What follows belongs to an exercise in optimizing a design on an open flow for small area, a short achievable clock period and few clock cycles per item; a production flow would make more cautious choices. Where RTL was checked, it was by simulation tests only, not by an equivalence proof against the original.

## north
## cordic_engine
module cordic_engine #(
  parameter int WIDTH       = 16,
  parameter int ANGLE_WIDTH = 16,
  parameter int STAGES      = 14,
  parameter int GUARD       = 2,
  parameter int TAG_WIDTH   = 8
) (
  input  logic                   clock,
  input  logic                   reset,
  input  logic                   in_valid,
  output logic                   in_ready,
  input  logic                   mode_in,
  input  logic signed [WIDTH-1:0] x_in,
  input  logic signed [WIDTH-1:0] y_in,
  input  logic [ANGLE_WIDTH-1:0] angle_in,
  input  logic [TAG_WIDTH-1:0]   tag_in,
  output logic                   out_valid,
  input  logic                   out_ready,
  output logic signed [WIDTH+1:0] x_out,
  output logic signed [WIDTH+1:0] y_out,
  output logic [ANGLE_WIDTH-1:0] angle_out,
  output logic                   mode_out,
  output logic [TAG_WIDTH-1:0]   tag_out
);
  localparam int IW = WIDTH + 2 + GUARD;
  localparam int AW = ANGLE_WIDTH;
  localparam int OW = WIDTH + 2;
  localparam int ADD  = 1;
  localparam int ADDZ = 1;
  localparam logic [AW-1:0] HALF = {1'b1, {(AW-1){1'b0}}};
  function automatic logic [AW-1:0] atan_lut(input int i);
    logic [32:0] a;
    logic [32:0] r;
    case (i)
      0:  a = 33'h20000000;
      1:  a = 33'h12E4051E;
      2:  a = 33'h09FB385B;
      3:  a = 33'h051111D4;
      4:  a = 33'h028B0D43;
      5:  a = 33'h0145D7E1;
      6:  a = 33'h00A2F61E;
      7:  a = 33'h00517C55;
      8:  a = 33'h0028BE53;
      9:  a = 33'h00145F2F;
      10: a = 33'h000A2F98;
      11: a = 33'h000517CC;
      12: a = 33'h00028BE6;
      13: a = 33'h000145F3;
      14: a = 33'h0000A2FA;
  ...
clock: 5.0 ns
lec_check: 0
cap_margin: 5
core_margin: 2
core_utilization: 65
cts_buf_list: sky130_fd_sc_hd__clkbuf_8
place_density: 0.8
setup_slack_margin: 2.2
slew_margin: 5
synth_hierarchical: 1
synth_minimum_keep_size: 0
run.sh (not shown) runs the stock make flow with config.mk's settings and CLKGATE_MAP_FILE= SYNTH_SCRIPT=/design/flow/synth_recipe.tcl, a recipe that flattens the netlist after the stock synthesis.
Testbench counts of north, summed over its fixed seeds: cycles 3,320, items 3,200.
--- input diff north..south ---
Settings: PLACE_DENSITY: 0.8 -> 0.7; CORE_UTILIZATION: 65 -> 55; CAP_MARGIN: 5 -> 20; SLEW_MARGIN: 5 -> 20; CTS_BUF_LIST: sky130_fd_sc_hd__clkbuf_8 -> unset.
Notes after the runs:
- Re max-cap check violation count: no difference whatsoever between north and south.
- Fraction of the cycle the final worst path needs: north and south compared, lower one is south
- Via density per instance (lower): south
- Against north, south comes in about 8% higher on number of cell rows.
- The cell count after placement of south is higher than that of north.
- Core utilization: south lower than north
- south vs north: finished layout cell area up slightly
[inputs] east vs south
Settings: SETUP_SLACK_MARGIN: 2.2 -> 1.9.
### Flow results
- Timing, DRC, antenna: 0 failures across south and east
- Changes observed in east relative to south: final worst-path cycle share increased by 6.4 points relative to the old numbers, global-route wire length before repair moved down, design area dropped 6.5%, number of clock buffers inserted by TritonCTS lost 2, worst setup slack lost 0.32 ns.

========
cordic_engine, a different RTL version from the one above (not shown whole).
Size in the first run: ~6600 cells after synthesis, ~120 I/O pins.
export LEC_CHECK = 0
export CAP_MARGIN = 20
export CORE_MARGIN = 2
export CORE_UTILIZATION = 55
export PLACE_DENSITY = 0.7
export SETUP_SLACK_MARGIN = 2.5
export SLEW_MARGIN = 20
export SYNTH_HIERARCHICAL = 1
export SYNTH_MINIMUM_KEEP_SIZE = 0
create_clock -name core_clock -period 5.0 [get_ports {clock}]
Change:
Settings changed: SETUP_SLACK_MARGIN 2.5 to 2.2.
Result: First-iteration DRC count goes down by 18%; setup slack gains 48 ps; routed wire length goes down by 18%; cell area goes down by 11%; clock-buffer cell count stays the same; die area stays the same; non-clock buffer count goes down by 370; synthesized area does not change; via count goes down by 7.6%; synthesized cell count is unchanged.
No functional check of the RTL was part of any run of this note.

afterwards: timing with drivers on the ports:
Ports are ideal in the flow. The routed layouts listed here were re-timed in OpenROAD.
Step 1 (the two cells are an assumption about what drives the block):
set clk [get_ports {clock}]
set_driving_cell -lib_cell sky130_fd_sc_hd__clkbuf_16 $clk
set_driving_cell -lib_cell sky130_fd_sc_hd__buf_2 [delete_from_list [all_inputs] $clk]
Step 2 adds t to the input delays and takes it off the output delays; t is the mean of the earliest and latest rising clock arrival at the registers after step 1. Input paths then give back, and output paths get back, about the clock's delay inside the block.
a / b / c = ideal / step 1 / step 2; a / b = the first two.
run	shift t [ns]	setup WS [ns]	hold WS [ns]	latest minus earliest clock arrival (ns)	worst register clock-pin slew, ns
north	0.911	2.170 / 2.170 / 1.614	0.413 / 0.413 / 0.413	0.033 / 0.033	0.07 / 0.07
south	0.789	2.217 / 2.217 / 1.710	0.413 / 0.413 / 0.413	0.020 / 0.020	0.06 / 0.06
east	0.778	1.897 / 1.875 / 1.458	0.412 / 0.412 / 0.412	0.021 / 0.021	0.06 / 0.06
the first run of note 2	0.786	2.151 / 2.151 / 1.853	0.403 / 0.403 / 0.403	0.031 / 0.031	0.07 / 0.07
the second run of note 2	0.774	2.199 / 2.199 / 1.810	0.400 / 0.400 / 0.400	0.025 / 0.026	0.07 / 0.07
After both steps setup and hold are still met in every run listed. For north, which loses most, drivers alone change the setup slack by 0.000 ns; drivers and shift together by -0.556 ns.
